Background: an optimization exercise with open tools, aiming at small area. Do not read the settings as production practice.
In this exercise RTL edits were held to simulation tests only and were not proved equivalent to the original.
Power and IR drop assume default switching activity.

old:
## riscvTop
module riscvTop (
    input  logic        clk,
    input  logic        rst,
    input  logic [31:0] mem_rdata,
    input  logic        mem_ready,
    output logic [14:0] mem_addr,
    output logic [31:0] mem_wdata,
    output logic        mem_we,
    output logic        mem_strobe
);
clock: 6.0 ns
lec_check: 0
abc_area: 1
cap_margin: 0
core_margin: 2
core_utilization: 40
cts_buf_list: sky130_fd_sc_hd__clkbuf_8
cts_cluster_size: 30
slew_margin: 0
standard.sh (not shown) runs the stock make flow with config.mk's settings and CLKGATE_MAP_FILE= SYNTH_SCRIPT=/design/flow/synth_recipe.tcl, a recipe that flattens the netlist after the stock synthesis.
==> flow/flow/run.sh <==
#!/bin/bash
# The standard layout (standard.sh), with two changes:
# - synthesis maps the logic with an area-oriented ABC script (flow/abc_area.script,
#   used through ABC_AREA=1 in config.mk); registers are mapped exactly as before;
# - every input and output port gets the smallest buffer, sky130_fd_sc_hd__buf_1.
set -euo pipefail
rm -rf myscripts
cp -r "$FLOW_HOME/scripts" myscripts
cp flow/abc_area.script myscripts/abc_area.script
export SCRIPTS_DIR="$PWD/myscripts"
export BUFFER_PORTS_ARGS="-buffer_cell sky130_fd_sc_hd__buf_1"
export CTS_ARGS="-sink_clustering_enable -repair_clock_nets -buf_list sky130_fd_sc_hd__clkbuf_8 -sink_clustering_size 30 -dont_use_dummy_load"
bash standard.sh > standard_flow.log 2>&1
==> flow/flow/abc_area.script <==
strash
&get -n
&st
&deepsyn -T 10
&put
dch -f
amap -F 10
topo
old | status: complete | timing, DRC, antenna: pass
## Diff of input files: new against old
-- flow/design.v --
<<< old, line 28
    localparam logic [1:0] T_STORE = 2'd2;
    logic [3:0]  state;
    logic [14:0] pcn;    
    logic [14:0] pc;
    assign pc = ~pcn;
    logic [31:0] w;
    logic [16:0] imn;    
    logic [16:0] im;
    assign im = ~imn;
    logic [2:0]  f3;
    logic [1:0]  typ;
>>> new, line 28
    localparam logic [1:0] T_STORE = 2'd2;
    logic [3:0]  state;
    logic [14:0] pc;
    logic [31:0] w;
    logic [16:0] im;
    logic [2:0]  f3;
    logic [1:0]  typ;
<<< old, line 115
    logic       hitZ;
    assign lane = f3[1] ? 2'b00 : {im[1], im[0] & !f3[0]};
    always_comb begin
        if (inZ0) target = {isStore & (lane[1] ^ lane[0]), isStore & lane[0], 3'b000};
        else if (isOp) target = im[4:0];
        else target = {lane, 3'b000};
    end
    assign hit = (cnt ^ {5{inSl}}) == target;
    assign hitZ = hit;
    logic nb;
    always_comb begin
>>> new, line 111
    logic       hitZ;
    assign lane = f3[1] ? 2'b00 : {im[1], im[0] & !f3[0]};
    assign target = isOp ? im[4:0] : {lane, 3'b000};
    assign hit = (cnt ^ {5{inSl}}) == target;
    assign hitZ = cnt == {isStore & (lane[1] ^ lane[0]), isStore & lane[0], 3'b000};
    logic nb;
    always_comb begin
<<< old, line 170
    assign imShift = {inAddr ? sum : im[16], im[16:1]};
    always_ff @(posedge clk) begin
        imn <= ~(({17{ldIm}} & imLoad) | ({17{shIm}} & imShift) | ({17{!ldIm && !shIm}} & im));
    end
    always_ff @(posedge clk) begin
>>> new, line 162
    assign imShift = {inAddr ? sum : im[16], im[16:1]};
    always_ff @(posedge clk) begin
        im <= ({17{ldIm}} & imLoad) | ({17{shIm}} & imShift) | ({17{!ldIm && !shIm}} & im);
    end
    always_ff @(posedge clk) begin
<<< old, line 207
        if (rst) begin
            state <= S_FETCH;
            pcn <= ~15'h400;
        end else begin
            case (state)
>>> new, line 199
        if (rst) begin
            state <= S_FETCH;
            pc <= 15'h400;
        end else begin
            case (state)
<<< old, line 266
                end
                S_PCINC: begin
                    pcn <= {!(pc[0] ^ c), pcn[14:1]};
                                        if (cnt[3:1] == 3'b111) state <= S_FETCH;
                end
>>> new, line 258
                end
                S_PCINC: begin
                    pc <= {pc[0] ^ c, pc[14:1]};
                                        if (cnt[3:1] == 3'b111) state <= S_FETCH;
                end
### Flow results
new closes out successfully: all stages finished, all timing, DRC and antenna checks passed.
As far as area fraction of clock buffers and clock inverters is concerned, old and new perform about the same.
Sequential share of layout area in new is 0.84 points below old.
| total power | new vs old | worse |
Via count (new vs. old) increases by a few percent
Measured against each other, old and new differ in die extent in x, the higher figure coming from new.
In terms of leakage power figure, new and old differ only marginally.
Density: new sparser than old
Relative to old, switching fraction of total power has increased by 1.2 points in new.

-- static timing again, ports no longer ideal --
Ports are ideal in the flow. The routed layouts listed here were re-timed in OpenROAD. Step 1 sets driving cells, clkbuf_16 on the clock port and buf_2 on the other inputs (assumed; they add their load-dependent delay and slew). Step 2 adds t to the input delays and takes it off the output delays; t is the mean of the earliest and latest rising clock arrival at the registers after step 1. Input paths then give back, and output paths get back, about the clock's delay inside the block. Slacks: no drivers / after step 1 / after step 2; pairs: no drivers / after step 1.
run	shift t [ns]	setup slack, ns	worst data-port slew with drivers (ns)	cell pins on the clock port's net
old	0.366	1.988 / 1.988 / 1.988	0.04	1
new	0.376	0.995 / 0.995 / 0.995	0.04	1
After both steps setup and hold are still met in every run listed.
